Context: an optimization exercise on an open-source flow, tuned for small area, a short achievable clock period and few clock cycles per item. The choices shown serve that exercise and are no tape-out recipe. At most, simulation tests tie the RTL to the original design; equivalence was not proved. The RTL of runs 1 and 4 was laid out without a check of its function. Power and IR drop assume default switching activity.

==> design/flow/design.v <==
module pwm_timing_param_calc #(
   parameter int PERIOD_BITS  = 16,
   parameter int MAX_DIV_CODE = 7
) (
   input  logic        clock,
   input  logic        reset,
   input  logic        req_start,
   output logic        busy,
   input  logic [6:0]  req_percent,
   output logic        rsp_valid,
   output logic [2:0]  rsp_div_code,
   output logic [7:0]  rsp_prescale_code,
   output logic [15:0] rsp_period_code,
   output logic [15:0] rsp_duty_code,
   output logic        rsp_duty_zero,
   output logic [1:0]  rsp_status,
   input  logic        csr_valid,
   output logic        csr_ready,
   input  logic [0:0]  csr_index,
   input  logic [31:0] csr_wdata
);
   localparam logic [30:0] G1 = 31'd1000000000;
   localparam logic [34:0] FIT_LIMIT = 35'd16776960;    
   localparam logic [7:0]  PCT100 = 8'd100;
   localparam logic [3:0] CF_DONE  = 4'd0;
   localparam logic [3:0] CF_CLK   = 4'd1;    
   localparam logic [3:0] CF_CLKR  = 4'd2;    
   localparam logic [3:0] CF_CLKS  = 4'd3;    
   localparam logic [3:0] CF_CQ    = 4'd4;    
   localparam logic [3:0] CF_CQF   = 4'd5;    
   localparam logic [3:0] CF_CYC   = 4'd6;    
   localparam logic [3:0] CF_CYF   = 4'd7;    
   localparam logic [3:0] CF_FIT   = 4'd8;    
   localparam logic [3:0] CF_PRE   = 4'd9;    
   localparam logic [3:0] CF_DP3   = 4'd10;   
   localparam logic [3:0] CF_WAIT  = 4'd11;   
   localparam logic [3:0] CF_PDEC  = 4'd12;   
   localparam logic [1:0] A_EMPTY = 2'd0;
   localparam logic [1:0] A_WAIT  = 2'd1;    
   localparam logic [1:0] A_RUN   = 2'd2;
   localparam logic [1:0] A_DONE  = 2'd3;
   logic [31:0] per_r;
   logic [2:0]  kq;          
   logic [30:0] kr;          
   logic        k_raw;
   logic [27:0] cqq;
   logic [30:0] cqr;
   logic [6:0]  rr;
   logic [2:0]  divc;
   logic [7:0]  prem1;
   logic [16:0] dp;          
   logic [18:0] dp3;         
   logic [15:0] period;
   logic        psat;
   logic        st2;
   logic        nofit;
   logic        szero;
   logic        cfg_a_ok;    
   logic        cfg_ok;      
   logic [3:0]  cf_st;
   logic [1:0]  a_st;
   logic [6:0]  a_pct;
   logic        a_bad;
   logic [4:0]  cnt;
   logic        a_p;         
   logic        a_pn;        
   logic [6:0]  a_t;         
   logic [1:0]  a_u;         
   logic [5:0]  a_e34;       
   logic [2:0]  a_d;         
   logic        raw0;        
   logic [32:0] xs, xc;
   logic [34:0] ys, yc;
   logic        c_busy;
   logic        c_prd;       
   logic        c_bad;
   logic        c_first;
   logic        c_sat;
   logic [2:0]  c_cnt;
   logic [18:0] c_r;
   logic [15:0] c_yq;
   logic        o_valid;
   logic        o_bad;
   logic [15:0] o_duty;
   logic        o_zero;
   logic        busy_r;
   logic        ready_r;
   logic        m_clk, m_cq, m_cyc, a_step;
   logic        p_next;
   logic [8:0]  ta;
   logic [7:0]  tb;
   logic [6:0]  ta_n, tb_n, t_n;
   logic [1:0]  ua, ub, u_n;
   logic [5:0]  e34_n;
   logic [32:0] r1, r2, r3, r4;
   logic [32:0] s1, c1, s2, c2, ndg, xs_n, xc_n;
   logic [5:0]  est;
   logic [2:0]  d;
   logic [34:0] q1, q2, q3, qs, qc, ys_n, yc_n;
   logic [4:0]  ysm;
   logic [34:0] ps, pc;
   logic [32:0] x_bin;
   logic        x_ge;
   logic [34:0] y_res0, y_fin;
   assign m_clk  = (cf_st == CF_CLKR);
   assign m_cq   = (cf_st == CF_CQ);
   assign m_cyc  = (cf_st == CF_CYC);
   assign a_step = m_clk || m_cq || m_cyc || (a_st == A_RUN);
   assign p_next = m_cyc ? PCT100[cnt[2:0] - 3'd1] : (!m_cq && a_pct[5]);
   assign ta = {1'b0, a_t, 1'b0} + {2'b0, rr};       
   assign tb = {a_t, m_cq & a_pn};                   
   always_comb begin
      if (ta >= 9'd200)      begin ua = 2'd2; ta_n = 7'(ta - 9'd200); end
      else if (ta >= 9'd100) begin ua = 2'd1; ta_n = 7'(ta - 9'd100); end
      else                   begin ua = 2'd0; ta_n = ta[6:0];         end
      if (tb >= 8'd100)      begin ub = 2'd1; tb_n = 7'(tb - 8'd100); end
      else                   begin ub = 2'd0; tb_n = tb[6:0];         end
      if (p_next) begin u_n = ua; t_n = ta_n; end
      else        begin u_n = ub; t_n = tb_n; end
   end
   assign e34_n = (p_next ? {2'b0, cqr[30:27]} : 6'd0)
                + ((u_n == 2'd2) ? {1'b0, kr[30:26]} : (u_n == 2'd1) ? {2'b0, kr[30:27]} : 6'd0);
   assign r1 = {xs[31:0], m_clk & raw0};
   assign r2 = {xc[31:0], 1'b0};
   assign r3 = a_p ? {2'b0, cqr} : 33'd0;
   always_comb begin
      case (a_u)
         2'd1:    r4 = {2'b0, kr};
         2'd2:    r4 = {1'b0, kr, 1'b0};
         default: r4 = 33'd0;
      endcase
   end
   assign est = r1[32:27] + r2[32:27] + a_e34;
   always_comb begin
      if (est >= 6'd61)      d = 3'd0;    
      else if (est >= 6'd53) d = 3'd7;
      else if (est >= 6'd45) d = 3'd6;
      else if (est >= 6'd38) d = 3'd5;
      else if (est >= 6'd30) d = 3'd4;
      else if (est >= 6'd23) d = 3'd3;
      else if (est >= 6'd15) d = 3'd2;
      else if (est >= 6'd8)  d = 3'd1;
      else                   d = 3'd0;
      case (d)
         3'd1:    ndg = 33'h1c4653600;
         3'd2:    ndg = 33'h188ca6c00;
         3'd3:    ndg = 33'h14d2fa200;
         3'd4:    ndg = 33'h11194d800;
         3'd5:    ndg = 33'h0d5fa0e00;
         3'd6:    ndg = 33'h09a5f4400;
         3'd7:    ndg = 33'h05ec47a00;
         default: ndg = 33'h000000000;
      endcase
   end
   assign s1   = r1 ^ r2 ^ r3;
   assign c1   = {((r1 & r2) | (r1 & r3) | (r2 & r3)), 1'b0};
   assign s2   = s1 ^ c1 ^ r4;
   assign c2   = {((s1 & c1) | (s1 & r4) | (c1 & r4)), 1'b0};
   assign xs_n = s2 ^ c2 ^ ndg;
   assign xc_n = {((s2 & c2) | (s2 & ndg) | (c2 & ndg)), 1'b0};
   assign ysm  = 5'(a_u) * 5'(kq) + {1'b0, a_d, 1'b0};
   assign q1   = {ys[33:0], 1'b0};
   assign q2   = {yc[33:0], 1'b0};
   assign q3   = a_p ? {7'b0, cqq} : 35'd0;
   assign qs   = q1 ^ q2 ^ q3;
   assign qc   = {((q1 & q2) | (q1 & q3) | (q2 & q3)), 1'b0};
   assign ys_n = qs ^ qc ^ {30'd0, ysm};
   assign yc_n = {((qs & qc) | (qs & {30'd0, ysm}) | (qc & {30'd0, ysm})), 1'b0};
   assign x_bin  = xs + xc;
   assign x_ge   = (x_bin[30:0] >= G1);
   assign ps     = ys ^ yc ^ {32'd0, a_d};
   assign pc     = {((ys & yc) | (ys & {32'd0, a_d}) | (yc & {32'd0, a_d})), 1'b0};
   logic [34:0] yp, yp_all;
   assign y_res0 = ps + pc;
   assign yp     = ps ^ pc;
   always_comb begin
      yp_all[0] = 1'b1;
      for (int i = 1; i < 35; i++) yp_all[i] = yp_all[i-1] & yp[i-1];
   end
   assign y_fin  = y_res0 ^ (yp_all & {35{x_ge}});
   logic [4:0] cq_start;
   logic [6:0] cq_top;
   logic       cq_pn;
   always_comb begin
      if (per_r[31:8] == '0)       begin cq_start = 5'd1;  cq_top = per_r[7:1];   cq_pn = per_r[0];  end
      else if (per_r[31:12] == '0) begin cq_start = 5'd5;  cq_top = per_r[11:5];  cq_pn = per_r[4];  end
      else if (per_r[31:16] == '0) begin cq_start = 5'd9;  cq_top = per_r[15:9];  cq_pn = per_r[8];  end
      else if (per_r[31:20] == '0) begin cq_start = 5'd13; cq_top = per_r[19:13]; cq_pn = per_r[12]; end
      else if (per_r[31:24] == '0) begin cq_start = 5'd17; cq_top = per_r[23:17]; cq_pn = per_r[16]; end
      else if (per_r[31:28] == '0) begin cq_start = 5'd21; cq_top = per_r[27:21]; cq_pn = per_r[20]; end
      else                         begin cq_start = 5'd25; cq_top = per_r[31:25]; cq_pn = per_r[24]; end
   end
   logic [34:0] scaled;
   logic [16:0] hl;
   logic [7:0]  pm1;
   assign scaled = {c_r[18:0], c_yq};
   assign hl     = {9'b0, scaled[23:16]} + {1'b0, scaled[15:0]};
   assign pm1    = scaled[23:16] + 8'(hl[16]);
   logic [18:0] q4;
   logic [19:0] df1, df2, df3;
   logic [1:0]  qd;
   logic [18:0] q4_n;
   logic [15:0] yq_n;
   logic        sat_n;
   logic        c_last;
   assign q4  = {c_r[16:0], c_yq[15:14]};
   assign df1 = {1'b0, q4} - {3'b0, dp};
   assign df2 = {1'b0, q4} - {2'b0, dp, 1'b0};
   assign df3 = {1'b0, q4} - {1'b0, dp3};
   always_comb begin
      if (!df3[19])      begin qd = 2'd3; q4_n = df3[18:0]; end
      else if (!df2[19]) begin qd = 2'd2; q4_n = df2[18:0]; end
      else if (!df1[19]) begin qd = 2'd1; q4_n = df1[18:0]; end
      else               begin qd = 2'd0; q4_n = q4;        end
   end
   assign yq_n   = {c_yq[13:0], qd};
   assign sat_n  = c_sat || (c_first && (c_r >= {2'b0, dp}));
   assign c_last = c_busy && (c_cnt == 3'd0);
   logic       a_to_c, acc_item, acc_write, prd_go;
   logic [1:0] a_st_n;
   logic       c_busy_n;
   logic [2:0] c_cnt_n;
   logic       cfg_ok_n;
   assign busy      = busy_r;
   assign csr_ready = ready_r;
   assign acc_item  = !reset && req_start && !busy_r;
   assign acc_write = !reset && csr_valid && ready_r;
   assign a_to_c    = (a_st == A_DONE) && (!c_busy || c_last) && cfg_ok;
   assign prd_go    = (cf_st == CF_DP3);
   always_comb begin
      a_st_n = a_st;
      case (a_st)
         A_WAIT:  if (cfg_a_ok) a_st_n = A_RUN;
         A_RUN:   if (cnt == 5'd0) a_st_n = A_DONE;
         A_DONE:  if (a_to_c) a_st_n = A_EMPTY;
         default: ;
      endcase
      if (acc_item) a_st_n = cfg_a_ok ? A_RUN : A_WAIT;
      if (reset) a_st_n = A_EMPTY;
      c_busy_n = c_busy;
      c_cnt_n  = c_cnt - 3'd1;
      if (c_last) c_busy_n = 1'b0;
      if (a_to_c || prd_go) begin
         c_busy_n = 1'b1;
         c_cnt_n  = 3'd7;
      end
      if (acc_write && (c_prd || prd_go)) c_busy_n = 1'b0;
      if (reset) c_busy_n = 1'b0;
      cfg_ok_n = cfg_ok;
      if (cf_st == CF_PDEC) cfg_ok_n = 1'b1;
      if (acc_write || reset) cfg_ok_n = 1'b0;
   end
   always_ff @(posedge clock) begin
      a_st    <= a_st_n;
      c_busy  <= c_busy_n;
      c_cnt   <= c_cnt_n;
      cfg_ok  <= cfg_ok_n;
      busy_r  <= !((a_st_n == A_EMPTY) ||
                   ((a_st_n == A_DONE) && (!c_busy_n || c_cnt_n == 3'd0) && cfg_ok_n));
      ready_r <= (a_st_n == A_EMPTY);
      if (reset) begin
         per_r    <= 32'd50000;
         kq       <= 3'd0;
         kr       <= 31'd200000000;
         k_raw    <= 1'b0;
         cfg_a_ok <= 1'b0;
         cf_st    <= CF_CLK;
         o_valid  <= 1'b0;
      end else begin
         o_valid <= 1'b0;
         if (a_step) begin
            a_t   <= t_n;
            a_u   <= u_n;
            a_p   <= p_next;
            a_e34 <= e34_n;
            a_pn  <= per_r[cnt - 5'd2];
            a_d   <= d;
            xs    <= xs_n;
            xc    <= xc_n;
            ys    <= ys_n;
            yc    <= yc_n;
            cnt   <= cnt - 5'd1;
         end
         case (cf_st)
            CF_CLK, CF_CLKS: begin
               if (cf_st == CF_CLK && k_raw) begin
                  xs    <= {2'b0, kq[0], kr[30:1]};
                  xc    <= '0;
                  raw0  <= kr[0];
                  a_p   <= 1'b0;
                  a_u   <= 2'd0;
                  a_e34 <= 6'd0;
                  a_d   <= '0;
                  cf_st <= CF_CLKR;
               end else begin
                  if (cf_st == CF_CLKS) begin
                     kq    <= a_d;
                     kr    <= x_bin[30:0];
                     k_raw <= 1'b0;
                  end
                  if (cq_top >= 7'd100) begin
                     a_u   <= 2'd1;
                     a_t   <= cq_top - 7'd100;
                     a_e34 <= {2'b0, (cf_st == CF_CLKS) ? x_bin[30:27] : kr[30:27]};
                  end else begin
                     a_u   <= 2'd0;
                     a_t   <= cq_top;
                     a_e34 <= 6'd0;
                  end
                  a_pn  <= cq_pn;
                  a_p   <= 1'b0;
                  a_d   <= '0;
                  xs    <= '0;
                  xc    <= '0;
                  ys    <= '0;
                  yc    <= '0;
                  cnt   <= cq_start;
                  cf_st <= CF_CQ;
               end
            end
            CF_CLKR: begin
               cf_st <= CF_CLKS;
            end
            CF_CQ: begin
               if (cnt == 5'd0) begin
                  rr    <= a_t;
                  cf_st <= CF_CQF;
               end
            end
            CF_CQF: begin
               cqr   <= x_bin[30:0];
               cqq   <= y_res0[27:0];
               a_t   <= rr;
               a_u   <= 2'd0;
               a_p   <= 1'b1;
               a_e34 <= {2'b0, x_bin[30:27]};
               a_d   <= '0;
               xs    <= '0;
               xc    <= '0;
               ys    <= '0;
               yc    <= '0;
               cnt   <= 5'd6;
               cf_st <= CF_CYC;
            end
            CF_CYC: begin
               if (cnt == 5'd0) cf_st <= CF_CYF;
            end
            CF_CYF: begin
               {c_r, c_yq} <= y_fin >> 1;
               divc     <= 3'd0;
               cfg_a_ok <= 1'b1;
               cf_st    <= CF_FIT;
            end
            CF_FIT: begin
               if (scaled <= FIT_LIMIT || divc == 3'd7) begin
                  nofit <= (scaled > FIT_LIMIT);
                  szero <= (scaled == 35'd0);
                  cf_st <= CF_PRE;
               end else begin
                  {c_r, c_yq} <= scaled >> 1;
                  divc <= divc + 3'd1;
               end
            end
            CF_PRE: begin
               if (nofit) begin
                  prem1 <= 8'd255;
                  dp    <= 17'd256;
               end else if (szero) begin
                  prem1 <= 8'd0;
                  dp    <= 17'd1;
               end else begin
                  prem1 <= pm1;
                  dp    <= 17'(pm1) + 17'd1;
               end
               st2    <= nofit || szero;
               cf_st  <= CF_DP3;
            end
            CF_DP3: begin
               dp3   <= {2'b0, dp} + {1'b0, dp, 1'b0};
               cf_st <= CF_WAIT;
            end
            CF_WAIT: begin
               if (c_last) begin
                  period <= yq_n;
                  psat   <= sat_n;
                  cf_st  <= CF_PDEC;
               end
            end
            CF_PDEC: begin
               if (psat)                  period <= 16'hffff;
               else if (period != 16'd0)  period <= period - 16'd1;
               dp     <= dp << ({1'b0, divc} + 4'd1);
               dp3    <= dp3 << ({1'b0, divc} + 4'd1);
               cf_st  <= CF_DONE;
            end
            default: ;
         endcase
         if (a_st == A_WAIT && cfg_a_ok) begin
            a_p   <= a_pct[6];
            a_t   <= a_pct[6] ? rr : 7'd0;
            a_u   <= 2'd0;
            a_e34 <= a_pct[6] ? {2'b0, cqr[30:27]} : 6'd0;
            a_d   <= '0;
            xs    <= '0;
            xc    <= '0;
            ys    <= '0;
            yc    <= '0;
            cnt   <= 5'd6;
         end
         if (a_st == A_RUN) a_pct <= {a_pct[5:0], 1'b0};
         if (acc_item) begin
            a_pct <= req_percent;
            a_bad <= (req_percent > 7'd100);
            if (cfg_a_ok) begin
               a_p   <= req_percent[6];
               a_t   <= req_percent[6] ? rr : 7'd0;
               a_u   <= 2'd0;
               a_e34 <= req_percent[6] ? {2'b0, cqr[30:27]} : 6'd0;
               a_d   <= '0;
               xs    <= '0;
               xc    <= '0;
               ys    <= '0;
               yc    <= '0;
               cnt   <= 5'd6;
            end
         end
         if (c_busy) begin
            c_r     <= q4_n;
            c_yq    <= yq_n;
            c_sat   <= sat_n;
            c_first <= 1'b0;
            if (c_last && !c_prd) begin
               o_valid <= 1'b1;
               o_bad   <= c_bad;
               o_duty  <= c_bad ? 16'd0 : (sat_n ? 16'hffff : yq_n);
               o_zero  <= !c_bad && !sat_n && (yq_n == 16'd0);
            end
         end
         if (a_to_c) begin
            c_prd   <= 1'b0;
            c_bad   <= a_bad;
            c_first <= 1'b1;
            c_sat   <= 1'b0;
            c_r     <= y_fin[34:16];
            c_yq    <= y_fin[15:0];
         end
         if (prd_go) begin
            c_prd   <= 1'b1;
            c_first <= 1'b1;
            c_sat   <= 1'b0;
         end
         if (acc_write) begin
            if (csr_index == 1'b0) begin
               kq    <= {2'b0, csr_wdata[31]};
               kr    <= csr_wdata[30:0];
               k_raw <= 1'b1;
            end else begin
               per_r <= csr_wdata;
            end
            cfg_a_ok <= 1'b0;
            cf_st    <= CF_CLK;
         end
      end
   end
   assign rsp_valid         = o_valid;
   assign rsp_div_code      = o_bad ? 3'd0 : divc;
   assign rsp_prescale_code = o_bad ? 8'd0 : prem1;
   assign rsp_period_code   = o_bad ? 16'd0 : period;
   assign rsp_duty_code     = o_duty;
   assign rsp_duty_zero     = o_zero;
   assign rsp_status        = o_bad ? 2'd1 : (st2 ? 2'd2 : 2'd0);
endmodule
==> design/flow/run.sh <==
#!/bin/bash
# synth_recipe.tcl (not shown) runs the flow's synth.tcl, then flattens the netlist and writes it again
# the make line also repeats each setting of config.mk as NAME=value (left out here)
make -C /OpenROAD-flow-scripts/flow DESIGN_CONFIG=/design/flow/config.mk WORK_HOME=/design/flow/orfs CLKGATE_MAP_FILE= SYNTH_SCRIPT=/design/flow/synth_recipe.tcl finish
==> design/flow/config.mk <==
export PLATFORM = sky130hd
export DESIGN_NAME = pwm_timing_param_calc
export DESIGN_NICKNAME = pwm_timing_param_calc
export VERILOG_FILES = /design/flow/design.v
export SDC_FILE = /design/flow/constraint.sdc
export NUM_CORES = 4
export LEC_CHECK = 0
export CAP_MARGIN = 20
export CORE_MARGIN = 2
export CORE_UTILIZATION = 40
export SETUP_SLACK_MARGIN = 3.0
export SLEW_MARGIN = 20
==> design/flow/constraint.sdc <==
create_clock -name core_clock -period 8.0 [get_ports {clock}]
set_input_delay 1.6000 -clock core_clock [delete_from_list [all_inputs] [get_ports {clock}]]
set_output_delay 1.6000 -clock core_clock [all_outputs]
set_load 0.01 [all_outputs]
==> reports/qor.yml, run 1 <==
run_status:
  status: "finished clean"
floorplanning:
  core_area_mm2: 0.0903
  die_h_um: 306
  die_w_um: 306
  start_util: 0.405
  rows: 110
  dieArea_mm2: 0.0939
  io_pins: 93
route:
  drtPass1Iterations: 6
  first_iter_violations: 2982
  wire_per_inst_um: 21.8
  totalWireLength_mm: 117
  ant_nets: 0
  drc: 0
  avgViaCountPerCell: 5.87
  vias: 31400
cts:
  clk_pin_slew_ns: 0.06
  clock_latency_ns: 0.65
  hold_buffers: 0
  numCtsBuffers: 55
  cts_tree: "built"
  cts.sinks: 440
  htreeDepth: 2
  clock_tree.root_cell: "clkbuf_16"
  cts_buffer_depth: 3
sta:
  slew_headroom: 0.280
  tightest_slew_ns: 1.08
  worst_slack_ns: 3.08
  rsz0062_at_grt: "yes"
  finalHoldViolations: 0
  setup_tns_ns: 0
  clock.fmax_mhz: 203
  min_period_over_period: 0.615
  skew_ns: 0.0209
  setup_viol: 0
  fin_crit_ns: 4.92
  slew_viol_final: 0
placed_design:
  gp_congestion: 0.937
  numPortBuffers: 92
  dp_hpwl_mm: 84.7
  place_area_mm2: 0.0387
  pre_cts_ws_ns: 2.60
synth:
  yosys_warnings: 1
  ys_seq_elements: 440
  synth_edf_count: 358
  yosysTopAreaCellShare: 0.294
  synth_fp_nets: 4557
  yosys.cell_types.count: 98
  synth_common_cells: "nand2_1 (609), edfxtp_1 (358), a21oi_1 (329)"
  async_reset_ff_frac: 0
  yosysMostFrequentCell: "nand2_1"
  synthesis.area_mm2: 0.0366
  syn_avg_cell_area_um2: 8.89
  synth_area_leaders: "edfxtp_1 (29%), ha_1 (9.2%), fa_1 (7.2%)"
  synth_flop_cell: "edfxtp_1"
  syn_inst: 4112
  yosysSeqAreaShare: 0.339
  synth_top_area_cell: "edfxtp_1"
power:
  switching_power_w: 0.00351
  pwr_density_cell_mw_per_mm2: 223
  p_clk_frac: 0.288
  comb_power_share: 0.395
  intPower_w: 0.00566
  seq_power_share: 0.317
  leakage_nw: 16.2
  p_sw_frac: 0.383
  power_w: 0.00916
  irDropWorstVdd_mv: 0.183
critical_path:
  critPathLaunchType: "flip-flop"
  endpoint_kind: "flip-flop"
  critPathKind: "flip-flop to flip-flop"
  required_ns: 8.47
  cp_max_fo: 7
  critPathArrivalTime_ns: 5.39
grt:
  overflow: 0
  grt_pass1_vias: 29700
  grt_use_total: 0.244
  grt_pass1_wl_mm: 179
  grt_max_degree: 84
  antenna_found_initial: 3
run:
  drv_cap: 0
finish:
  fin_util: 0.454
  area_growth_pct: 12.2
  nets: 4572
  design_area_mm2: 0.0410
  layout-drive-gt1-share: 0.0764
min_path:
  worst_hold_path_type: "flip-flop to flip-flop"
==> power by group through the flow <==
stage	Clock (W)	Combinational [W]	Sequential (W)
finish	0.00264	0.00362	0.00291
CTS	0.00268	0.00348	0.00291
floorplan	0	0.00246	0.00289
global placement	0	0.00340	0.00295
global route	0.00276	0.00402	0.00293
detailed placement	0	0.00342	0.00296
==> worst max-delay path: stages (launching register included) <==
cell,delay [ns]
edfxtp_1,0.45
fa_1,0.48
ha_1,0.24
fa_1,0.41
a21o_1,0.18
a21oi_2,0.17
xnor2_2,0.19
o21ai_0,0.13
a2111oi_1,0.43
a21oi_1,0.17
ha_2,0.28
or2_4,0.33
mux2_2,0.31
a21o_1,0.18
fa_1,0.47
nand2_1,0.05
a311oi_1,0.28
==> per-stage QoR <==
stage	cells	hold WS, ns
2_1_floorplan	4112	0.371
3_3_place_gp	5221	0.382
3_5_place_dp	5222	0.387
4_1_cts	5327	0.399
5_1_grt	5350	0.418
6_report	5351	0.400
==> path summary, 6_finish.rpt <==
path                 start        to  slack [ns]  cells after the start
hold / removal    c_cnt[0]  c_cnt[0]        0.40                      1
setup reg to reg    xs[27]    xs[18]        3.08                     16
setup / recovery    xs[27]    xs[18]        3.08                     16
hold reg to reg   c_cnt[0]  c_cnt[0]        0.40                      1
==> layer usage <==
layer / share of wire / GRT usage / up-vias
met2: 0.45 / 0.382 / 1172
met3: 0.075 / 0.0389 / 181
li1: - / - / 14800
met4: 0.032 / 0.0782 / 4
met5: 0.00024 / 0 / -
met1: 0.45 / 0.343 / 15200
==> layout make-up <==
type / count / area (um^2)
Fill cell: 8804 / 49300
Sequential cell: 440 / 12400
Tap cell: 1176 / 1470
Inverter: 284 / 1070
Clock buffer: 75 / 1540
Timing Repair Buffer: 178 / 1580
Multi-Input combinational cell: 3168 / 22600
Antenna cell: 1 / 2.50
Clock inverter: 29 / 337
==> cells in the final DEF, fill, tap and decap left out, drive strengths merged, types with 23 or more instances in the layout <==
cell type      count
o21a              36
ha               270
a211oi            90
a31oi             23
nand2b            36
a21oi            331
a22oi             55
nor4              23
nor2b             46
clkdlybuf4s50     91
mux2i             37
o211ai            44
nand2            611
fa               131
a21o              69
and3              25
nor3              77
a311oi            41
edfxtp           358
xor2              61
o21ai            216
inv              283
and2              74
clkbuf            75
dfxtp             82
buf               87
xnor2            123
nor2             324
nand4             26
nand3             77
==> state kept, by name, summed over array words and instances, names as in the netlist, 17 cells and up <==
| register | flops |
|---|---|
| c_r | 19 |
| cqq | 28 |
| cqr | 31 |
| dp | 17 |
| dp3 | 19 |
| kr | 31 |
| per_r | 32 |
| xc | 32 |
| xs | 32 |
| yc | 35 |
| ys | 35 |
==> cell families (layout without fill, tap and decap cells) <==
| logic type | Yosys count | after routing | synth area share |
|---|---|---|---|
| adder cells (fa/ha/maj) | 402 | 402 | 0.164 |
| flip-flops | 440 | 440 | 0.339 |
| multiplexers | 68 | 68 | 0.0261 |
| XOR/XNOR | 184 | 184 | 0.0441 |
| other | 0 | 1 | 0 |
| AO/OA/AOI/OAI | 1110 | 1110 | 0.199 |
| buffers and inverters | 504 | 566 | 0.0526 |
| AND/OR/NAND/NOR | 1404 | 1404 | 0.175 |
==> what timing repair did <==
| action | CTS | global route |
|---|---|---|
| pin swaps | 1 | 7 |
| buffers inserted | 1 | 23 |
| endpoints found under the setup margin | 22 | 54 |
| resized for setup | 9 | 44 |
==> run 2, diff against run 1 <==
--- a/design/flow/design.v
+++ b/design/flow/design.v
@@ -37,2 +37,3 @@
    localparam logic [3:0] CF_PDEC  = 4'd12;   
+   localparam logic [3:0] CF_CYS   = 4'd13;   
    localparam logic [1:0] A_EMPTY = 2'd0;
@@ -81,2 +82,6 @@
    logic [15:0] c_yq;
+   logic        s_v;
+   logic        s_bad;
+   logic        s_inc;       
+   logic [34:0] s_y;
    logic        o_valid;
@@ -172,10 +177,9 @@
    assign pc     = {((ys & yc) | (ys & {32'd0, a_d}) | (yc & {32'd0, a_d})), 1'b0};
-   logic [34:0] yp, yp_all;
    assign y_res0 = ps + pc;
-   assign yp     = ps ^ pc;
+   logic [34:0] s_ones;
    always_comb begin
-      yp_all[0] = 1'b1;
-      for (int i = 1; i < 35; i++) yp_all[i] = yp_all[i-1] & yp[i-1];
+      s_ones[0] = 1'b1;
+      for (int i = 1; i < 35; i++) s_ones[i] = s_ones[i-1] & s_y[i-1];
    end
-   assign y_fin  = y_res0 ^ (yp_all & {35{x_ge}});
+   assign y_fin  = s_y ^ (s_ones & {35{s_inc}});
    logic [4:0] cq_start;
@@ -218,3 +222,4 @@
    assign c_last = c_busy && (c_cnt == 3'd0);
-   logic       a_to_c, acc_item, acc_write, prd_go;
+   logic       a_to_s, s_to_c, acc_item, acc_write, prd_go;
+   logic       s_v_n;
    logic [1:0] a_st_n;
@@ -227,3 +232,4 @@
    assign acc_write = !reset && csr_valid && ready_r;
-   assign a_to_c    = (a_st == A_DONE) && (!c_busy || c_last) && cfg_ok;
+   assign s_to_c    = s_v && (!c_busy || c_last) && cfg_ok;
+   assign a_to_s    = (a_st == A_DONE) && (!s_v || s_to_c);
    assign prd_go    = (cf_st == CF_DP3);
@@ -234,3 +240,3 @@
          A_RUN:   if (cnt == 5'd0) a_st_n = A_DONE;
-         A_DONE:  if (a_to_c) a_st_n = A_EMPTY;
+         A_DONE:  if (a_to_s) a_st_n = A_EMPTY;
          default: ;
@@ -242,3 +248,3 @@
       if (c_last) c_busy_n = 1'b0;
-      if (a_to_c || prd_go) begin
+      if (s_to_c || prd_go) begin
          c_busy_n = 1'b1;
@@ -248,2 +254,6 @@
       if (reset) c_busy_n = 1'b0;
+      s_v_n = s_v;
+      if (s_to_c) s_v_n = 1'b0;
+      if (a_to_s) s_v_n = 1'b1;
+      if (reset) s_v_n = 1'b0;
       cfg_ok_n = cfg_ok;
@@ -257,5 +267,7 @@
       cfg_ok  <= cfg_ok_n;
+      s_v     <= s_v_n;
       busy_r  <= !((a_st_n == A_EMPTY) ||
-                   ((a_st_n == A_DONE) && (!c_busy_n || c_cnt_n == 3'd0) && cfg_ok_n));
-      ready_r <= (a_st_n == A_EMPTY);
+                   ((a_st_n == A_DONE) &&
+                    (!s_v_n || ((!c_busy_n || c_cnt_n == 3'd0) && cfg_ok_n))));
+      ready_r <= (a_st_n == A_EMPTY) && !s_v_n;
       if (reset) begin
@@ -348,5 +360,10 @@
             CF_CYF: begin
+               s_y      <= y_res0;
+               s_inc    <= x_ge;
+               cfg_a_ok <= 1'b1;
+               cf_st    <= CF_CYS;
+            end
+            CF_CYS: begin
                {c_r, c_yq} <= y_fin >> 1;
                divc     <= 3'd0;
-               cfg_a_ok <= 1'b1;
                cf_st    <= CF_FIT;
@@ -438,5 +455,10 @@
          end
-         if (a_to_c) begin
+         if (a_to_s) begin
+            s_bad <= a_bad;
+            s_inc <= x_ge;
+            s_y   <= y_res0;
+         end
+         if (s_to_c) begin
             c_prd   <= 1'b0;
-            c_bad   <= a_bad;
+            c_bad   <= s_bad;
             c_first <= 1'b1;
--- a/design/flow/config.mk
+++ b/design/flow/config.mk
@@ -9,3 +9,4 @@
 export CORE_MARGIN = 2
-export CORE_UTILIZATION = 40
+export CORE_UTILIZATION = 60
+export PLACE_DENSITY = 0.72
 export SETUP_SLACK_MARGIN = 3.0
==> run 2 against run 1 <==
Effect of this change: cell area decreased by 1.4%; sequential share of layout area increased by 3.2 points; clock skew increased by 0.018 ns; register-to-register slack improved by 0.14 ns; first-iteration DRC count increased by 17%; cell count decreased by 8.9%; core utilization increased by 21 points; critical path type unchanged; critical endpoint is now xs[28]; largest power group is now sequential cells.
==> reports/qor.yml, run 2 <==
run_status:
  status: "finished clean"  # unchanged
sta:
  slew_headroom: 0.235  # was 0.280
  rsz0062_at_grt: "no"  # was yes
  fin_crit_ns: 4.78  # was 4.92 ns
  slew_viol_final: 0  # unchanged
  setup_tns_ns: 0  # unchanged
  skew_ns: 0.0388  # was 0.0209 ns
  tightest_slew_ns: 1.15  # was 1.08 ns
  min_period_over_period: 0.597  # was 0.615
  clock.fmax_mhz: 209  # was 203 MHz
  setup_viol: 0  # unchanged
  finalHoldViolations: 0  # unchanged
synth:
  ys_seq_elements: 478  # was 440
  yosysTopAreaCellShare: 0.322  # was 0.294
  synth_edf_count: 395  # was 358
  synth_common_cells: "nand2_1 (574), edfxtp_1 (395), nor2_1 (376)"  # was nand2_1 (609), edfxtp_1 (358), a21oi_1 (329)
  yosys.cell_types.count: 91  # was 98
  yosysMostFrequentCell: "nand2_1"  # unchanged
  synth_mux_area_frac: 0.0284  # was 0.0261
  syn_avg_cell_area_um2: 9.12  # was 8.89 um^2
  synth_xor_area_frac: 0.0470  # was 0.0441
  yosysSeqAreaShare: 0.367  # was 0.339
  synth-compound-area-share: 0.176  # was 0.199
  synth_top_area_cell: "edfxtp_1"  # unchanged
  async_reset_ff_frac: 0  # unchanged
  yosys_warnings: 1  # unchanged
  syn_inst: 4046  # was 4112
  synthAdderAreaFrac: 0.163  # was 0.164
  synthesis.area_mm2: 0.0369  # was 0.0366 mm^2
  synthSimpleGateAreaFrac: 0.171  # was 0.175
  synth_area_leaders: "edfxtp_1 (32%), ha_1 (9.2%), fa_1 (7.1%)"  # was edfxtp_1 (29%), ha_1 (9.2%), fa_1 (7.2%)
  synth_fp_nets: 4491  # was 4557
  synth_top_family_by_area: "compound AO/OA/AOI/OAI gates"  # unchanged
  synth_flop_cell: "edfxtp_1"  # unchanged
route:
  ant_nets: 0  # unchanged
  totalWireLength_mm: 105  # was 117 mm
  first_iter_violations: 3483  # was 2982
  wire_per_inst_um: 21.5  # was 21.8 um
  avgViaCountPerCell: 6.26  # was 5.87
  drc: 0  # unchanged
  drtPass1Iterations: 6  # unchanged
  vias: 30500  # was 31400
min_path:
  worstHoldStart: "c_cnt[0]"  # unchanged
  whs_path_depth: 1  # unchanged
  worst_hold_path_type: "flip-flop to flip-flop"  # unchanged
  whs_endpoint: "c_cnt[0]"  # unchanged
critical_path:
  worstRegToRegCells: 20  # was 16
  critPathMaxStageDelay_ns: 0.54  # was 0.48 ns
  cpMaxStageDelayCell: "fa_1"  # unchanged
  cp_max_fo: 6  # was 7
  crit_family: "adder cells"  # unchanged
  timing.critical_path.buf_inv: 4  # was 0
  critPathArrivalTime_ns: 5.24  # was 5.39 ns
  critPathLaunchType: "flip-flop"  # unchanged
  reg2reg_slack_ns: 3.22  # was 3.08 ns
  r2r-start: "xs[27]"  # unchanged
  crit_chain: "fa_1, ha_1, inv_1, fa_1, inv_1, a21o_1, a21oi_1, xnor2_2, buf_4, nor2_2, nor2_1, a21oi_1, o31ai_4, inv_1, ha_1, o41ai_2, fa_1, a211oi_1, a21oi_1, nor2_1"  # was fa_1, ha_1, fa_1, a21o_1, a21oi_2, xnor2_2, o21ai_0, a2111oi_1, a21oi_1, ha_2, or2_4, mux2_2, a21o_1, fa_1, nand2_1, a311oi_1
  critPathKind: "flip-flop to flip-flop"  # unchanged
  rr_endpoint: "xs[28]"  # was xs[18]
  endpoint_kind: "flip-flop"  # unchanged
  required_ns: 8.46  # was 8.47 ns
finish:
  fill_cells: 4995  # was 8804
  diodes: 0  # was 1
  layout_commonest_cell: "nand2_1"  # unchanged
  nets: 4491  # was 4572
  layout-drive-gt1-share: 0.0604  # was 0.0764
  area_growth_pct: 9.71  # was 12.2%
  final_cell_mix: "nand2_1 (572), edfxtp_1 (395), nor2_1 (372), a21oi_1 (339), inv_1 (273)"  # was nand2_1 (608), edfxtp_1 (358), a21oi_1 (321), nor2_1 (319), inv_1 (280)
  fin_util: 0.668  # was 0.454
  top_regs: "s_y: 35 flops, yc: 35 flops, ys: 35 flops"  # was yc: 35 flops, ys: 35 flops
placed_design:
  numPortBuffers: 92  # unchanged
  dp_hpwl_mm: 74.7  # was 84.7 mm
  gp_congestion: 0.933  # was 0.937
cts:
  clock_latency_ns: 0.65  # about the same
  numCtsBuffers: 55  # unchanged
  cts.sinks: 478  # was 440
  clock_tree.root_cell: "clkbuf_16"  # unchanged
  cts_tree: "built"  # unchanged
  htreeDepth: 2  # unchanged
  cts_buffer_depth: 3  # unchanged
  clk_pin_slew_ns: 0.06  # about the same
  hold_buffers: 0  # unchanged
power:
  irDropWorstVdd_mv: 0.179  # was 0.183 mV
  pwr_density_cell_mw_per_mm2: 219  # was 223 mW/mm^2
  leakage_nw: 16.3  # was 16.2 nW
floorplanning:
  io_pins: 93  # unchanged
  die_w_um: 252  # was 306 um
  dieArea_mm2: 0.0635  # was 0.0939 mm^2
  rows: 90  # was 110
  start_util: 0.609  # was 0.405
  core_area_mm2: 0.0606  # was 0.0903 mm^2
  die_h_um: 252  # was 306 um
grt:
  grt_pass1_wl_mm: 167  # was 179 mm
  overflow: 0  # unchanged
  antenna_found_initial: 2  # was 3
  grt_max_degree: 184  # was 84
  grt_pass1_vias: 29300  # was 29700
  grt_use_total: 0.333  # was 0.244
run:
  drv_cap: 0  # unchanged
[run 2: changes by cell type after synthesis, moves of 16 or more]
cell      previous run  this run
a311oi_1            40        14
clkbuf_1           176       156
edfxtp_1           358       395
nand2_1            609       574
nand3_1             76        92
nor2_1             324       376
[run 2: worst register-to-register path, cell delays in order (launching register included)]
cell and delay (ns):
edfxtp_1 0.48, fa_1 0.54, ha_1 0.18, inv_1 0.06, fa_1 0.39, inv_1 0.07
a21o_1 0.10, a21oi_1 0.09, xnor2_2 0.19, buf_4 0.16, nor2_2 0.05, nor2_1 0.11
a21oi_1 0.07, o31ai_4 0.29, inv_1 0.12, ha_1 0.30, o41ai_2 0.54, fa_1 0.48
a211oi_1 0.21, a21oi_1 0.06, nor2_1 0.11
[run 2: where the power goes]
part	internal (W)	switching, W	total (W)
Sequential	0.00294	0.000188	0.00313
Combinational	0.00116	0.00186	0.00302
Clock	0.00160	0.00111	0.00271
Total	0.00570	0.00315	0.00885
[run 2: logic make-up (layout without fill, tap and decap cells)]
kind of cell	count (synthesis)	after routing
buffers and inverters	468	514
XOR/XNOR	197	197
adder cells (fa/ha/maj)	402	402
flip-flops	478	478
AND/OR/NAND/NOR	1400	1400
AO/OA/AOI/OAI	1025	1025
multiplexers	76	76
[run 2: metrics by stage]
step	hold slack (ns)	setup WS, ns	cells	area [um^2]	total power (W)
after floorplan	0.371	3.16	4046	36900	0.00522
after global placement	0.381	2.76	4764	38400	0.00596
after detailed placement	0.406	2.66	4764	38400	0.00603
after CTS	0.419	3.05	4868	40400	0.00876
after global routing	0.424	2.97	4874	40500	0.00933
final	0.416	3.22	4874	40500	0.00885
[run 2: worst max path at each step]
| stage | slack, ns | cells past startpoint | startpoint | endpoint |
|---|---|---|---|---|
| floorplan | 3.16 | 5 | reset | kr[23] |
| detailed placement | 2.66 | 20 | xs[27] | xs[18] |
| global placement | 2.76 | 20 | xs[27] | xs[18] |
| global route | 2.97 | 18 | xs[27] | xs[18] |
| finish | 3.22 | 20 | xs[27] | xs[28] |
| CTS | 3.05 | 20 | xs[27] | xs[18] |
[run 2: cell type report]
type                            count  area [um^2]  area share
Clock inverter                     34          414      0.0102
Inverter                          274         1040      0.0256
Sequential cell                   478        13500       0.334
Multi-Input combinational cell   3100        21800       0.538
Clock buffer                       69         1480      0.0365
Tap cell                          782          978      0.0242
Timing Repair Buffer              137         1270      0.0313
[run 2: layer usage]
metal,share of wire,up-vias,global-route usage
met4,0.036,0,0.119
met1,0.44,14600,0.487
li1,-,14400,-
met5,0,-,0
met3,0.087,215,0.0524
met2,0.44,1332,0.504
[run 2: repair_timing]
item | 4_1_cts | 5_1_grt
gates resized for setup | 7 | 12
pin swaps | 1 | 2
endpoints found under the setup margin | 16 | 20
setup buffers | 1 | 6
Testbench counts of run 2, summed over its fixed seeds: cycles 23,656, items 2,400.
==> run 3, diff against run 2 <==
--- a/design/flow/config.mk
+++ b/design/flow/config.mk
@@ -9,4 +9,3 @@
 export CORE_MARGIN = 2
-export CORE_UTILIZATION = 60
-export PLACE_DENSITY = 0.72
+export CORE_UTILIZATION = 40
 export SETUP_SLACK_MARGIN = 3.0
==> run 3 against run 2 <==
Effect of this change: die area grew 49%; clock-buffer cell count grew 16; via count shrank 2.3%; sequential cell count is the same; core utilization shrank 22 points; sequential power is essentially flat; clock skew shrank 0.0028 ns.
==> reports/qor.yml, run 3 <==
cts:
  hold_buffers: 0  # unchanged
  cts.sinks: 478  # unchanged
  clock_tree.root_cell: "clkbuf_16"  # unchanged
  clock_latency_ns: 0.68  # was 0.65 ns
  cts_tree: "built"  # unchanged
  clk_pin_slew_ns: 0.06  # about the same
  cts_buffer_depth: 3  # unchanged
  numCtsBuffers: 60  # was 55
  htreeDepth: 2  # unchanged
sta:
  slew_viol_final: 0  # unchanged
  clock.fmax_mhz: 208  # was 209 MHz
  fin_hold_ws_ns: 0.403  # was 0.416 ns
  skew_ns: 0.0360  # was 0.0388 ns
  finalHoldViolations: 0  # unchanged
  rsz0062_at_grt: "no"  # unchanged
  tightest_slew_ns: 1.07  # was 1.15 ns
  slew_headroom: 0.282  # was 0.235
  setup_tns_ns: 0  # unchanged
  min_period_over_period: 0.601  # was 0.597
  setup_viol: 0  # unchanged
  worst_slack_ns: 3.19  # was 3.22 ns
  fin_crit_ns: 4.81  # was 4.78 ns
critical_path:
  critPathKind: "flip-flop to flip-flop"  # unchanged
  required_ns: 8.52  # was 8.46 ns
  critPathLaunchType: "flip-flop"  # unchanged
  timing.critical_path.buf_inv: 3  # was 4
  crit_family: "adder cells"  # unchanged
  crit_chain: "fa_1, ha_1, inv_1, fa_2, inv_1, a21o_1, a21oi_1, xnor2_2, o21a_1, nor2_1, o31ai_2, o31ai_4, buf_4, ha_2, or2_4, mux2i_4, a21boi_2, fa_1, a211oi_1, a21oi_1, nor2_1"  # was fa_1, ha_1, inv_1, fa_1, inv_1, a21o_1, a21oi_1, xnor2_2, buf_4, nor2_2, nor2_1, a21oi_1, o31ai_4, inv_1, ha_1, o41ai_2, fa_1, a211oi_1, a21oi_1, nor2_1
  critPathArrivalTime_ns: 5.33  # was 5.24 ns
  cpMaxStageDelayCell: "fa_1"  # unchanged
  cp_max_fo: 9  # was 6
  critPathMaxStageDelay_ns: 0.58  # was 0.54 ns
  endpoint_kind: "flip-flop"  # unchanged
route:
  ant_nets: 0  # unchanged
  drtPass1Iterations: 5  # was 6
  drc: 0  # unchanged
  avgViaCountPerCell: 5.64  # was 6.26
  wire_per_inst_um: 20.1  # was 21.5 um
  totalWireLength_mm: 107  # was 105 mm
  vias: 29800  # was 30500
  first_iter_violations: 2456  # was 3483
placed_design:
  numPortBuffers: 92  # unchanged
  dp_hpwl_mm: 75.8  # was 74.7 mm
  post-place-cells: 5171  # was 4764
  pre_cts_ws_ns: 2.65  # was 2.66 ns
  gp_congestion: 0.906  # was 0.933
power:
  leakage_nw: 16.4  # was 16.3 nW
  pwr_density_cell_mw_per_mm2: 221  # was 219 mW/mm^2
  irDropWorstVdd_mv: 0.251  # was 0.179 mV
finish:
  final_cell_mix: "nand2_1 (572), edfxtp_1 (395), nor2_1 (373), a21oi_1 (339), inv_1 (273)"  # was nand2_1 (572), edfxtp_1 (395), nor2_1 (372), a21oi_1 (339), inv_1 (273)
  top_regs: "s_y: 35 flops, yc: 35 flops, ys: 35 flops"  # unchanged
  layout_commonest_cell: "nand2_1"  # unchanged
  stdcell_count: 5289  # was 4874
  fill_cells: 8771  # was 4995
  nets: 4500  # was 4491
  area_growth_pct: 11.9  # was 9.71%
  layout-drive-gt1-share: 0.0646  # was 0.0604
  diodes: 0  # unchanged
floorplanning:
  rows: 111  # was 90
  io_pins: 93  # unchanged
  core_area_mm2: 0.0915  # was 0.0606 mm^2
  dieArea_mm2: 0.0947  # was 0.0635 mm^2
  die_w_um: 308  # was 252 um
  start_util: 0.403  # was 0.609
  die_h_um: 308  # was 252 um
grt:
  grt_max_degree: 184  # unchanged
  grt_pass1_wl_mm: 168  # was 167 mm
  grt_pass1_vias: 28800  # was 29300
  antenna_found_initial: 0  # was 2
  grt_use_total: 0.224  # was 0.333
  overflow: 0  # unchanged
synth:
  yosys.cell_types.count: 91  # unchanged
  synthesis.area_mm2: 0.0369  # unchanged
  yosysMostFrequentCell: "nand2_1"  # unchanged
  yosysTopAreaCellShare: 0.322  # unchanged
  syn_inst: 4046  # unchanged
  synth-compound-area-share: 0.176  # unchanged
  synth_xor_area_frac: 0.0470  # unchanged
  syn_avg_cell_area_um2: 9.12  # unchanged
  synth_top_family_by_area: "compound AO/OA/AOI/OAI gates"  # unchanged
  yosysSeqAreaShare: 0.367  # unchanged
  yosys_warnings: 1  # unchanged
  synth_fp_nets: 4491  # unchanged
  synth_common_cells: "nand2_1 (574), edfxtp_1 (395), nor2_1 (376)"  # unchanged
  synth_area_leaders: "edfxtp_1 (32%), ha_1 (9.2%), fa_1 (7.1%)"  # unchanged
  synth_edf_count: 395  # unchanged
  synth_top_area_cell: "edfxtp_1"  # unchanged
  synth_mux_area_frac: 0.0284  # unchanged
  synthAdderAreaFrac: 0.163  # unchanged
  synthSimpleGateAreaFrac: 0.171  # unchanged
  synth_flop_cell: "edfxtp_1"  # unchanged
  async_reset_ff_frac: 0  # unchanged
  ys_seq_elements: 478  # unchanged
run:
  drv_cap: 0  # unchanged
run_status:
  status: "finished clean"  # unchanged
min_path:
  worst_hold_path_type: "flip-flop to flip-flop"  # unchanged
run 3: what timing repair did:
action,4_1_cts,5_1_grt
pin swaps,1,4
resized for setup,6,18
buffers inserted,1,7
setup endpoints to repair,19,20
endpoints found under the hold margin,0,0
run 3: report_power, final:
group          switching, W  internal [W]
clock network       0.00117       0.00178
registers          0.000190       0.00294
logic               0.00184       0.00120
run 3: worst paths after layout:
path	start	slack [ns]	depth (start not counted)	to
worst min register to register	c_cnt[0]	0.40	1	c_cnt[0]
worst max-delay path	a_e34[1]	3.19	21	xs[18]
worst max register to register	a_e34[1]	3.19	21	xs[18]
worst min-delay path	c_cnt[0]	0.40	1	c_cnt[0]
run 3: layer usage:
metal | wire, um | GRT usage
met1 | 48200 | 0.309
met2 | 49000 | 0.365
met3 | 5950 | 0.0279
met4 | 3440 | 0.0725
met5 | 0 | 0
run 3: cells by family after synthesis:
kind of cell    Yosys count
compound gates         1025
fa+ha+maj               402
buf+inv                 468
simple gates           1400
flops                   478
mux                      76
xor+xnor                197
run 3: cell type report:
type                    instances  area, um^2  share of cell area
multi-input cells            3100       21800               0.528
flip-flops and latches        478       13500               0.328
clock buffers                  85        1780              0.0431
well taps                    1186        1480              0.0359
repair buffers                141        1300              0.0314
inverters                     274        1040              0.0251
clock inverters                25         368             0.00891
run 3: metrics by stage:
stage	power, W	util	cell area, um^2
finish	0.00911	0.451	41300
global route	0.00969	0.451	41300
CTS	0.00903	0.449	41100
detailed placement	0.00603	0.426	39000
global placement	0.00601	0.426	39000
floorplan	0.00522	-	36900
==> run 4, diff against run 3 <==
--- a/design/flow/design.v
+++ b/design/flow/design.v
@@ -38,2 +38,3 @@
    localparam logic [3:0] CF_CYS   = 4'd13;   
+   localparam logic [3:0] CF_CQS   = 4'd14;   
    localparam logic [1:0] A_EMPTY = 2'd0;
@@ -50,2 +51,3 @@
    logic [2:0]  divc;
+   logic [2:0]  divc_o;      
    logic [7:0]  prem1;
@@ -71,3 +73,2 @@
    logic [2:0]  a_d;         
-   logic        raw0;        
    logic [32:0] xs, xc;
@@ -84,3 +85,3 @@
    logic        s_bad;
-   logic        s_inc;       
+   logic [3:0]  s_d;         
    logic [34:0] s_y;
@@ -105,3 +106,3 @@
    logic [4:0]  ysm;
-   logic [34:0] ps, pc;
+   logic [3:0]  s_dn;
    logic [32:0] x_bin;
@@ -125,5 +126,16 @@
    end
-   assign e34_n = (p_next ? {2'b0, cqr[30:27]} : 6'd0)
-                + ((u_n == 2'd2) ? {1'b0, kr[30:26]} : (u_n == 2'd1) ? {2'b0, kr[30:27]} : 6'd0);
-   assign r1 = {xs[31:0], m_clk & raw0};
+   logic [5:0] e_c1, e_c2;
+   assign e_c1 = {2'b0, cqr[30:27]} + {2'b0, kr[30:27]};
+   assign e_c2 = {2'b0, cqr[30:27]} + {1'b0, kr[30:26]};
+   always_comb begin
+      case ({p_next, u_n})
+         3'b001:  e34_n = {2'b0, kr[30:27]};
+         3'b010:  e34_n = {1'b0, kr[30:26]};
+         3'b100:  e34_n = {2'b0, cqr[30:27]};
+         3'b101:  e34_n = e_c1;
+         3'b110:  e34_n = e_c2;
+         default: e34_n = 6'd0;
+      endcase
+   end
+   assign r1 = {xs[31:0], 1'b0};
    assign r2 = {xc[31:0], 1'b0};
@@ -132,3 +144,3 @@
       case (a_u)
-         2'd1:    r4 = {2'b0, kr};
+         2'd1:    r4 = {1'b0, m_clk & kq[0], kr};    
          2'd2:    r4 = {1'b0, kr, 1'b0};
@@ -137,14 +149,22 @@
    end
-   assign est = r1[32:27] + r2[32:27] + a_e34;
+   logic [5:0] ea, eb, es, ek;
+   logic [5:3] ep, eg;
+   logic       g1, p1, g2, p2, ci3, ci4, ci5;
+   assign ea  = r1[32:27];
+   assign eb  = r2[32:27];
+   assign es  = ea ^ eb ^ a_e34;
+   assign ek  = (ea & eb) | (ea & a_e34) | (eb & a_e34);
+   assign g1  = es[1] & ek[0];
+   assign p1  = es[1] ^ ek[0];
+   assign g2  = es[2] & ek[1];
+   assign p2  = es[2] ^ ek[1];
+   assign ci3 = g2 | (p2 & g1);
+   assign ep  = es[5:3] ^ ek[4:2];
+   assign eg  = es[5:3] & ek[4:2];
+   assign ci4 = eg[3] | (ep[3] & ci3);
+   assign ci5 = eg[4] | (ep[4] & eg[3]) | (ep[4] & ep[3] & ci3);
+   assign est = {ep[5] ^ ci5, ep[4] ^ ci4, ep[3] ^ ci3, 3'b0};
+   assign d   = (est[5:3] == 3'd7) ? 3'd0 : est[5:3];
    always_comb begin
-      if (est >= 6'd61)      d = 3'd0;    
-      else if (est >= 6'd53) d = 3'd7;
-      else if (est >= 6'd45) d = 3'd6;
-      else if (est >= 6'd38) d = 3'd5;
-      else if (est >= 6'd30) d = 3'd4;
-      else if (est >= 6'd23) d = 3'd3;
-      else if (est >= 6'd15) d = 3'd2;
-      else if (est >= 6'd8)  d = 3'd1;
-      else                   d = 3'd0;
-      case (d)
+      case (est[5:3])
          3'd1:    ndg = 33'h1c4653600;
@@ -155,3 +175,2 @@
          3'd6:    ndg = 33'h09a5f4400;
-         3'd7:    ndg = 33'h05ec47a00;
          default: ndg = 33'h000000000;
@@ -173,13 +192,10 @@
    assign yc_n = {((qs & qc) | (qs & {30'd0, ysm}) | (qc & {30'd0, ysm})), 1'b0};
+   logic [32:0] x_red, x_sel;
    assign x_bin  = xs + xc;
-   assign x_ge   = (x_bin[30:0] >= G1);
-   assign ps     = ys ^ yc ^ {32'd0, a_d};
-   assign pc     = {((ys & yc) | (ys & {32'd0, a_d}) | (yc & {32'd0, a_d})), 1'b0};
-   assign y_res0 = ps + pc;
-   logic [34:0] s_ones;
-   always_comb begin
-      s_ones[0] = 1'b1;
-      for (int i = 1; i < 35; i++) s_ones[i] = s_ones[i-1] & s_y[i-1];
-   end
-   assign y_fin  = s_y ^ (s_ones & {35{s_inc}});
+   assign x_red  = xs + xc + 33'h1c4653600;            
+   assign x_ge   = !x_red[32];
+   assign x_sel  = x_ge ? x_red : x_bin;                 
+   assign y_res0 = ys + yc;
+   assign s_dn   = {1'b0, a_d} + {3'b0, x_ge};           
+   assign y_fin  = s_y + {31'd0, s_d};
    logic [4:0] cq_start;
@@ -213,8 +229,7 @@
    assign df3 = {1'b0, q4} - {1'b0, dp3};
-   always_comb begin
-      if (!df3[19])      begin qd = 2'd3; q4_n = df3[18:0]; end
-      else if (!df2[19]) begin qd = 2'd2; q4_n = df2[18:0]; end
-      else if (!df1[19]) begin qd = 2'd1; q4_n = df1[18:0]; end
-      else               begin qd = 2'd0; q4_n = q4;        end
-   end
+   logic [18:0] q4_lo, q4_hi;
+   assign q4_lo = df1[19] ? q4 : df1[18:0];
+   assign q4_hi = df3[19] ? df2[18:0] : df3[18:0];
+   assign q4_n  = df2[19] ? q4_lo : q4_hi;
+   assign qd    = {!df2[19], df2[19] ? !df1[19] : !df3[19]};
    assign yq_n   = {c_yq[13:0], qd};
@@ -298,8 +313,7 @@
                if (cf_st == CF_CLK && k_raw) begin
-                  xs    <= {2'b0, kq[0], kr[30:1]};
+                  xs    <= '0;
                   xc    <= '0;
-                  raw0  <= kr[0];
                   a_p   <= 1'b0;
-                  a_u   <= 2'd0;
-                  a_e34 <= 6'd0;
+                  a_u   <= 2'd1;
+                  a_e34 <= {1'b0, kq[0], kr[30:27]};
                   a_d   <= '0;
@@ -308,4 +322,4 @@
                   if (cf_st == CF_CLKS) begin
-                     kq    <= a_d;
-                     kr    <= x_bin[30:0];
+                     kq    <= s_dn[2:0];
+                     kr    <= x_sel[30:0];
                      k_raw <= 1'b0;
@@ -315,3 +329,3 @@
                      a_t   <= cq_top - 7'd100;
-                     a_e34 <= {2'b0, (cf_st == CF_CLKS) ? x_bin[30:27] : kr[30:27]};
+                     a_e34 <= {2'b0, (cf_st == CF_CLKS) ? x_sel[30:27] : kr[30:27]};
                   end else begin
@@ -342,4 +356,9 @@
             CF_CQF: begin
-               cqr   <= x_bin[30:0];
-               cqq   <= y_res0[27:0];
+               cqr   <= x_sel[30:0];
+               s_y   <= y_res0;
+               s_d   <= s_dn;
+               cf_st <= CF_CQS;
+            end
+            CF_CQS: begin
+               cqq   <= y_fin[27:0];
                a_t   <= rr;
@@ -347,3 +366,3 @@
                a_p   <= 1'b1;
-               a_e34 <= {2'b0, x_bin[30:27]};
+               a_e34 <= {2'b0, cqr[30:27]};
                a_d   <= '0;
@@ -361,3 +380,3 @@
                s_y      <= y_res0;
-               s_inc    <= x_ge;
+               s_d      <= s_dn;
                cfg_a_ok <= 1'b1;
@@ -381,2 +400,3 @@
             CF_PRE: begin
+               divc_o <= divc;
                if (nofit) begin
@@ -457,3 +477,3 @@
             s_bad <= a_bad;
-            s_inc <= x_ge;
+            s_d   <= s_dn;
             s_y   <= y_res0;
@@ -487,3 +507,3 @@
    assign rsp_valid         = o_valid;
-   assign rsp_div_code      = o_bad ? 3'd0 : divc;
+   assign rsp_div_code      = o_bad ? 3'd0 : divc_o;
    assign rsp_prescale_code = o_bad ? 8'd0 : prem1;
--- a/design/flow/config.mk
+++ b/design/flow/config.mk
@@ -9,3 +9,4 @@
 export CORE_MARGIN = 2
-export CORE_UTILIZATION = 40
+export CORE_UTILIZATION = 60
+export PLACE_DENSITY = 0.72
 export SETUP_SLACK_MARGIN = 3.0
==> run 4 against run 3 <==
Effect of this change: largest power group is now combinational cells; cell count decreased by 4.0%; critical path depth decreased by 3; clock skew increased by 0.0084 ns; global-route usage increased by 10 points; total power increased by 16%; routed wire length increased by 2.0%.
==> reports/qor.yml, run 4 <==
critical_path:
  crit_family: "compound AO/OA/AOI/OAI gates"  # was adder cells
  endpoint_kind: "flip-flop"  # unchanged
  reg2reg_slack_ns: 3.21  # was 3.19 ns
  critPathMaxStageDelay_ns: 0.46  # was 0.58 ns
  critPathKind: "flip-flop to flip-flop"  # unchanged
  required_ns: 8.40  # was 8.52 ns
  crit_chain: "ha_1, fa_1, a211oi_2, o21a_1, o22ai_1, or2_2, ha_1, nor4_1, a311oi_1, nand3_1, o311ai_1, o21ai_1, o2111ai_2, a21boi_2, inv_1, a211oi_4, o41a_1, a21oi_1"  # was fa_1, ha_1, inv_1, fa_2, inv_1, a21o_1, a21oi_1, xnor2_2, o21a_1, nor2_1, o31ai_2, o31ai_4, buf_4, ha_2, or2_4, mux2i_4, a21boi_2, fa_1, a211oi_1, a21oi_1, nor2_1
  timing.critical_path.buf_inv: 1  # was 3
  cpMaxStageDelayCell: "fa_1"  # unchanged
  worst_path_most_repeated_cell: "ha_1"
  critPathLaunchType: "flip-flop"  # unchanged
  critPathArrivalTime_ns: 5.18  # was 5.33 ns
  cp_max_fo: 5  # was 9
finish:
  diodes: 0  # unchanged
  layout_commonest_cell: "nand2_1"  # unchanged
  layout-drive-gt1-share: 0.0633  # was 0.0646
  design_area_mm2: 0.0420  # was 0.0413 mm^2
  nets: 4618  # was 4500
  final_cell_mix: "nand2_1 (571), edfxtp_1 (402), a21oi_1 (369), inv_1 (295), nor2_1 (292)"  # was nand2_1 (572), edfxtp_1 (395), nor2_1 (373), a21oi_1 (339), inv_1 (273)
  area_growth_pct: 9.82  # was 11.9%
  top_regs: "s_y: 35 flops, yc: 35 flops, ys: 35 flops"  # unchanged
floorplanning:
  die_h_um: 257  # was 308 um
  io_pins: 93  # unchanged
  start_util: 0.606  # was 0.403
  die_w_um: 257  # was 308 um
  core_area_mm2: 0.0631  # was 0.0915 mm^2
  dieArea_mm2: 0.0658  # was 0.0947 mm^2
  rows: 92  # was 111
power:
  pwr_density_cell_mw_per_mm2: 252  # was 221 mW/mm^2
  leakage_nw: 16.6  # was 16.4 nW
  irDropWorstVdd_mv: 0.222  # was 0.251 mV
route:
  route.met2.wl_mm: 51.3  # was 49.0 mm
  vias: 31800  # was 29800
  drc: 0  # unchanged
  wl_met3_mm: 7.54  # was 5.95 mm
  ant_nets: 0  # unchanged
  drtPass1Iterations: 9  # was 5
  wire_per_inst_um: 21.4  # was 20.1 um
  top_layer: "met4"  # unchanged
  totalWireLength_mm: 109  # was 107 mm
  wl_met1_mm: 46.2  # was 48.2 mm
  first_iter_violations: 2946  # was 2456
  avgViaCountPerCell: 6.26  # was 5.64
sta:
  skew_ns: 0.0444  # was 0.0360 ns
  finalHoldViolations: 0  # unchanged
  slew_viol_final: 0  # unchanged
  clock.fmax_mhz: 209  # was 208 MHz
  setup_tns_ns: 0  # unchanged
  rsz0062_at_grt: "yes"  # was no
  min_period_over_period: 0.598  # was 0.601
  tightest_slew_ns: 1.05  # was 1.07 ns
  fin_crit_ns: 4.79  # was 4.81 ns
  slew_headroom: 0.297  # was 0.282
  setup_viol: 0  # unchanged
grt:
  antenna_found_initial: 0  # unchanged
  grt_use_total: 0.326  # was 0.224
  grt_max_degree: 83  # was 184
  overflow: 0  # unchanged
  grt_pass1_vias: 30300  # was 28800
  grt_pass1_wl_mm: 171  # was 168 mm
cts:
  clock_tree.root_cell: "clkbuf_16"  # unchanged
  clock_latency_ns: 0.66  # was 0.68 ns
  clk_pin_slew_ns: 0.06  # about the same
  numCtsBuffers: 56  # was 60
  cts.sinks: 485  # was 478
  cts_buffer_depth: 3  # unchanged
  htreeDepth: 2  # unchanged
  cts_tree: "built"  # unchanged
placed_design:
  numPortBuffers: 92  # unchanged
  place_area_mm2: 0.0399  # was 0.0390 mm^2
  dp_hpwl_mm: 79.2  # was 75.8 mm
  gp_congestion: 0.971  # was 0.906
synth:
  syn_avg_cell_area_um2: 9.15  # was 9.12 um^2
  async_reset_ff_frac: 0  # unchanged
  synth_top_area_cell: "edfxtp_1"  # unchanged
  synth_edf_count: 402  # was 395
  synth_common_cells: "nand2_1 (573), edfxtp_1 (402), a21oi_1 (372)"  # was nand2_1 (574), edfxtp_1 (395), nor2_1 (376)
  yosys_warnings: 1  # unchanged
  synth_flop_cell: "edfxtp_1"  # unchanged
  yosysTopAreaCellShare: 0.316  # was 0.322
  yosys.cell_types.count: 101  # was 91
  ys_seq_elements: 485  # was 478
  synthesis.area_mm2: 0.0383  # was 0.0369 mm^2
  yosysMostFrequentCell: "nand2_1"  # unchanged
  synth_fp_nets: 4615  # was 4491
  syn_inst: 4182  # was 4046
  synth_area_leaders: "edfxtp_1 (32%), ha_1 (8.2%), fa_1 (7.2%)"  # was edfxtp_1 (32%), ha_1 (9.2%), fa_1 (7.1%)
  yosysSeqAreaShare: 0.359  # was 0.367
run:
  drv_cap: 0  # unchanged
run_status:
  status: "finished clean"  # unchanged
min_path:
  worst_hold_path_type: "flip-flop to flip-flop"  # unchanged
[run 4: cell count changes in the layout (fill, tap and decap cells not counted), moves of 11 or more]
cell and change:
a211oi_1 -19, a21oi_1 +30, and3_1 -11, ha_1 -15, inv_1 +22, mux2i_1 +22, nor2_1 -81, nor2b_1 +18
nor3_1 +11, or3_1 +13, or4_1 +13, xor2_1 +17
[run 4: cells by family (layout without fill, tap and decap cells)]
kind of cell / Yosys count / count (layout) / share of synthesized area
simple gates: 1397 / 1397 / 0.170
compound gates: 1110 / 1110 / 0.188
buf+inv: 491 / 542 / 0.0487
flops: 485 / 485 / 0.359
fa+ha+maj: 390 / 390 / 0.154
xor+xnor: 217 / 217 / 0.0497
mux: 92 / 92 / 0.0300
[run 4: area by class of cell]
| class | instances | area, um^2 |
|---|---|---|
| inverter | 296 | 1120 |
| sequential | 485 | 13700 |
| timing repair buffer | 140 | 1300 |
| clock inverter | 29 | 432 |
| clock buffer | 77 | 1530 |
| fill | 5319 | 21100 |
| multi-input combinational | 3206 | 22800 |
| tap | 846 | 1060 |
[run 4: per-stage QoR]
step / hold WS, ns / power (W) / cells / util / setup slack, ns
3_3_place_gp: 0.380 / 0.00765 / 4968 / 0.633 / 2.94
2_1_floorplan: 0.371 / 0.00656 / 4182 / - / 3.26
4_1_cts: 0.400 / 0.0105 / 5074 / 0.664 / 3.03
5_1_grt: 0.409 / 0.0112 / 5079 / 0.666 / 2.92
6_report: 0.399 / 0.0106 / 5079 / 0.666 / 3.21
3_5_place_dp: 0.387 / 0.00772 / 4968 / 0.633 / 2.86
[run 4: worst paths after layout]
kind	start	endpoint	cells after the start
max reg2reg	xs[0]	a_e34[2]	18
max	xs[0]	a_e34[2]	18
min reg2reg	c_cnt[0]	c_cnt[0]	1
min	c_cnt[0]	c_cnt[0]	1
[run 4: what timing repair did]
action                                  CTS  global route
gates resized for setup                   2             9
hold endpoints to repair                  0             0
hold buffers                              0             0
endpoints found under the setup margin    5            12
pin swaps                                 0             4
setup buffers                             0             4
cloned                                    0             0
[run 4: layer usage]
layer  vias up  track usage
met3       186       0.0439
met2      1265        0.538
met1     15300        0.448
li1      15100            -
met5         -            0
met4         0        0.103
[run 4: power breakdown]
| group | internal (W) | switching, W | total [W] |
|---|---|---|---|
| clock network | 0.00161 | 0.00116 | 0.00277 |
| logic | 0.00168 | 0.00271 | 0.00439 |
| registers | 0.00314 | 0.000290 | 0.00343 |

==> afterwards: timing with drivers on the ports <==
The flow's constraints put no driver on any port. The routed layouts listed below were extracted and timed again, unchanged, in two steps. Step 1: set_driving_cell puts a clkbuf_16 on clock and a buf_2 on each other input, an assumption about the parent block. Step 2 adds t to the input delays and takes it off the output delays; t is the mean of the earliest and latest rising clock arrival at the registers after step 1. Input paths then give back, and output paths get back, about the clock's delay inside the block. Three values: no drivers, after step 1, after step 2; two values: the first two.
run | t (ns) | setup slack, ns | worst slew at a driven data input, ns | pins driven straight from the clock port
run 1 | 0.708 | 3.080 / 3.080 / 2.750 | 0.20 | 1
run 2 | 0.689 | 3.222 / 3.222 / 2.868 | 0.07 | 1
run 3 | 0.725 | 3.192 / 3.192 / 2.882 | 0.05 | 1
run 4 | 0.697 | 3.214 / 3.214 / 3.214 | 0.06 | 1
After both steps setup and hold are still met in every run listed. The setup slack of run 2, which loses most, moves by 0.000 ns with the drivers and by -0.354 ns with both steps.
